This is an optimization exercise on Yosys and OpenROAD, whose aim is a short achievable clock period and few clock cycles, not a production implementation. The RTL was checked by simulation tests, not by an equivalence proof against the original design. Power is estimated from default activity; no workload was simulated.

==> job 1949 <==
// rv_core
module rv_core (
	input  logic          clk,
	input  logic          rstn,
	output rv_pkg::word_t insn_adrs,   
	input  rv_pkg::insn_t insn_rdata,  
	output rv_pkg::word_t data_adrs,
	output rv_pkg::word_t data_wdata,
	output logic          data_load,
	output logic          data_store,
	output rv_pkg::strb_t data_wstrb,
	input  rv_pkg::word_t data_rdata   
);
Settings: LEC_CHECK=0, CAP_MARGIN=20, CORE_MARGIN=2, CORE_UTILIZATION=40, SETUP_SLACK_MARGIN=4.0, SLEW_MARGIN=20, SYNTH_HIERARCHICAL=1, SYNTH_MINIMUM_KEEP_SIZE=0; clock period 7.0 ns.
run.sh (not shown) runs the stock make flow with config.mk's settings and CLKGATE_MAP_FILE= SYNTH_SCRIPT=/design/flow/synth_recipe.tcl, a recipe that flattens the netlist after the stock synthesis.
==> job 9955 (differences from job 1949) <==
--- a/flow/design.v
+++ b/flow/design.v
@@ -77,21 +77,47 @@
 );
 	logic [W:0]    lo;
 	logic [31-W:0] hi_p;
 	logic [31-W:0] hi_m;
 	rv_add #(.W(W)) u_lo (.a(base[W-1:0]), .b(off), .cin(1'b0), .s(lo));
-	assign hi_p = base[31:W] + 1'b1;
-	assign hi_m = base[31:W] - 1'b1;
+	rv_incdec #(.W(32-W)) u_hi (.a(base[31:W]), .p(hi_p), .m(hi_m));
 	always_comb begin
 		if (lo[W] == off[W-1])
 			s = {base[31:W], lo[W-1:0]};
 		else if (lo[W])
 			s = {hi_p, lo[W-1:0]};
 		else
 			s = {hi_m, lo[W-1:0]};
 	end
 endmodule
+module rv_incdec #(
+	parameter int W = 20
+) (
+	input  logic [W-1:0] a,
+	output logic [W-1:0] p,
+	output logic [W-1:0] m
+);
+	assign p = a + 1'b1;
+	assign m = a - 1'b1;
+endmodule
+module rv_bru (
+	input  logic [31:0] a,
+	input  logic [31:0] b,
+	input  logic [31:0] jbase,
+	input  logic [7:0]  mp,       
+	input  logic        pend,     
+	output logic        jr_miss,
+	output logic        mispredict
+);
+	logic eq, lts, ltu;
+	assign eq      = a == b;
+	assign ltu     = a < b;
+	assign lts     = $signed(a) < $signed(b);
+	assign jr_miss = mp[6] | (mp[7] & (a != jbase));
+	assign mispredict = (mp[0] & eq) | (mp[1] & !eq) | (mp[2] & lts) | (mp[3] & !lts)
+		| (mp[4] & ltu) | (mp[5] & !ltu) | jr_miss | pend;
+endmodule
 `timescale 1ns/1ps
 module rv_core (
 	input  logic          clk,
 	input  logic          rstn,
 	output rv_pkg::word_t insn_adrs,   
@@ -103,20 +129,27 @@
 	output rv_pkg::strb_t data_wstrb,
 	input  rv_pkg::word_t data_rdata   
 );
 	logic [31:0] pc;           
 	logic [31:0] shadow_x1;    
+	logic [7:0]  pc_bht;       
 	logic        d_valid;
 	logic [31:0] d_insn;
 	logic [31:0] d_pc;
 	logic [31:0] d_pc4;
 	logic [31:0] d_upc;        
 	logic        d_bpred;      
 	logic        d_jpred;      
 	logic [31:0] d_jbase;
 	logic        e_valid;
+	logic        e_dead;       
+	logic [4:0]  e_rd_r;
 	logic [4:0]  e_rd;         
+	logic        e_is_load_r;
+	logic        e_is_store_r;
+	logic        e_is_br_r;
+	logic [7:0]  e_mp_r;
 	logic [31:0] e_a;
 	logic [31:0] e_b;
 	logic [31:0] e_imm;        
 	logic [10:0] e_op;         
 	logic        e_sub;
@@ -212,10 +245,21 @@
 			bguess = 1'b1;
 		else
 			bguess = (in[14:12] == 3'b001);
 	endfunction
 	logic        mispredict;
+	assign e_rd       = e_dead ? 5'd0 : e_rd_r;
+	assign e_is_load  = e_is_load_r & !e_dead;
+	assign e_is_store = e_is_store_r & !e_dead;
+	assign e_is_br    = e_is_br_r & !e_dead;
+	assign e_mp       = e_dead ? 8'd0 : e_mp_r;
+	always_ff @(posedge clk) begin
+		if (!rstn)
+			e_dead <= 1'b0;
+		else
+			e_dead <= mispredict;
+	end
 	logic [31:0] fix_pc;
 	logic        stall;
 	logic [31:0] fi;
 	logic        f_is_jal;
 	logic        f_is_br;
@@ -246,14 +290,14 @@
 	always_ff @(posedge clk) begin
 		if (!rstn) begin
 			f_bidx <= '0;
 			f_seen <= 1'b0;
 			f_cnt  <= 1'b0;
-		end else if (mispredict || !stall) begin
+		end else if (!stall) begin
 			f_bidx <= pc[BHT_BITS+1:2];
-			f_seen <= bht_seen[pc[BHT_BITS+1:2]];
-			f_cnt  <= bht_cnt[pc[BHT_BITS+1:2]][1];
+			f_seen <= bht_seen[pc_bht];
+			f_cnt  <= bht_cnt[pc_bht][1];
 		end
 	end
 	assign f_bpred = f_seen ? f_cnt : bguess(fi);
 	assign f_jr_au   = f_is_jalr && d_valid && d_insn[6:0] == 7'b0010111
 		&& d_insn[11:7] == fi[19:15] && fi[19:15] != 5'd0;
@@ -282,10 +326,13 @@
 	assign f_next = ({32{s_j}} & f_tgt_j) | ({32{s_b}} & f_tgt_b) | ({32{s_a}} & f_tgt_a)
 		| ({32{s_r}} & f_tgt_r) | ({32{s_4}} & f_pc4);
 	logic [31:0] pc_norm;
 	assign pc_norm = ({32{stall}} & pc) | ({32{!stall}} & f_next);
 	always_ff @(posedge clk) begin
+		pc_bht <= s_fix ? fix_pc[BHT_BITS+1:2] : pc_norm[BHT_BITS+1:2];
+	end
+	always_ff @(posedge clk) begin
 		if (!rstn)
 			pc <= 32'h0000_0000;
 		else
 			pc <= s_fix ? fix_pc : pc_norm;
 	end
@@ -395,25 +442,25 @@
 			else
 				d_mp[6] = 1'b1;
 		end
 	end
 	always_ff @(posedge clk) begin
-		if (!rstn || mispredict || stall || !d_valid) begin
+		if (!rstn || stall || !d_valid) begin
 			e_valid    <= 1'b0;
-			e_rd       <= 5'd0;
-			e_is_load  <= 1'b0;
-			e_is_store <= 1'b0;
-			e_is_br    <= 1'b0;
+			e_rd_r     <= 5'd0;
+			e_is_load_r  <= 1'b0;
+			e_is_store_r <= 1'b0;
+			e_is_br_r    <= 1'b0;
 			e_is_jalr  <= 1'b0;
-			e_mp       <= 8'd0;
+			e_mp_r     <= 8'd0;
 		end else begin
-			e_mp       <= d_mp;
+			e_mp_r     <= d_mp;
 			e_valid    <= 1'b1;
-			e_rd       <= wen ? d_insn[11:7] : 5'd0;
-			e_is_load  <= is_load;
-			e_is_store <= is_store;
-			e_is_br    <= is_br;
+			e_rd_r     <= wen ? d_insn[11:7] : 5'd0;
+			e_is_load_r  <= is_load;
+			e_is_store_r <= is_store;
+			e_is_br_r    <= is_br;
 			e_is_jalr  <= is_jalr;
 		end
 		e_a     <= ({32{fwd1 & e_op[0]}} & sum) | ({32{fwd1 & e_op[1]}} & dif)
 			| ({32{fwd1 & !e_op[0] & !e_op[1]}} & slow) | ({32{!fwd1}} & d_a);
 		e_b     <= ({32{fwd2 & e_op[0]}} & sum) | ({32{fwd2 & e_op[1]}} & dif)
@@ -454,20 +501,19 @@
 		| ({32{e_op[10]}} & e_link);
 	assign res = e_op[0] ? sum : e_op[1] ? dif : slow;
 	logic jr_miss;
 	logic jr_pend;
 	logic [31:0] jr_tgt;
-	assign jr_miss = e_mp[6] | (e_mp[7] & (a != e_jbase));
 	always_ff @(posedge clk) begin
 		if (!rstn)
 			jr_pend <= 1'b0;
 		else
 			jr_pend <= jr_miss;
 		jr_tgt <= {adr[31:1], 1'b0};
 	end
-	assign mispredict = (e_mp[0] & eq) | (e_mp[1] & !eq) | (e_mp[2] & lt_s) | (e_mp[3] & !lt_s)
-		| (e_mp[4] & lt_u) | (e_mp[5] & !lt_u) | jr_miss | jr_pend;
+	rv_bru u_bru (.a(a), .b(b), .jbase(e_jbase), .mp(e_mp), .pend(jr_pend),
+		.jr_miss(jr_miss), .mispredict(mispredict));
 	assign cond = e_bpred ^ mispredict;
 	assign fix_pc = jr_pend ? jr_tgt : e_alt;
 	always_comb begin
 		case (e_f3[1:0])
 			2'b00: begin
- PLACE_DENSITY: not set -> 0.7
==> comparison table <==
Worst-case setup slack after placement: job 1949 0.608 ns; job 9955 1.41 ns
Share of final layout cell area taken by non-clock buffers: job 1949 7.66%; job 9955 7.46%
Via density per instance: job 1949 6.60; job 9955 6.68
Area enclosed by the die boundary: job 1949 0.350 mm^2; job 9955 0.348 mm^2
Number of buffer and inverter stages on the critical path: job 1949 5; job 9955 6
Last weighted congestion value of the routability-driven placer: job 1949 1.08; job 9955 1.04
Delay of the slowest cell on the worst path: job 1949 0.44 ns; job 9955 0.39 ns
Routed wire length on met3: job 1949 92,600 um; job 9955 90,400 um
Initial core utilization: job 1949 40.2%; job 9955 40.1%
Number of clock sinks: job 1949 2,332; job 9955 2,341
Leakage power summed over all cells: job 1949 59.8 nW; job 9955 58.7 nW
Status: job 1949 failed layout checks; job 9955 timing/DRC/antenna clean
Violated checks: job 1949 max-capacitance violations, max-slew violations; job 9955 -
Number of cells in the finished layout apart from fillers: job 1949 18.1k; job 9955 17.8k
Storage element area: job 1949 0.0640 mm^2; job 9955 0.0642 mm^2
Testbench counts of job 1949, summed over its fixed seeds: cycles 109,997.
Testbench counts of job 9955, summed over its fixed seeds: cycles 109,997.

[afterwards: timing with drivers on the ports]
Ports are ideal in the flow. The routed layouts listed here were re-timed in OpenROAD.
Step 1 sets driving cells, clkbuf_16 on the clock port and buf_2 on the other inputs (assumed; they add their load-dependent delay and slew).
Step 2 moves the port delays by t, midway between the first and last clock arrival at a register: inputs arrive t later, outputs are due t later. That takes back most of the time a late clock gives input paths.
Three values: no drivers, after step 1, after step 2; two values: the first two.
| run | shift t [ns] | setup WS [ns] | worst setup path after step 2 | pins driven straight from the clock port |
|---|---|---|---|---|
| job 1949 | 1.021 | 2.483 / 2.549 / 1.528 | input to register | 1 |
| job 9955 | 1.042 | 3.386 / 3.386 / 2.557 | input to register | 1 |
The setup slack of job 1949, which loses most, moves by +0.066 ns with the drivers and by -0.955 ns with both steps.
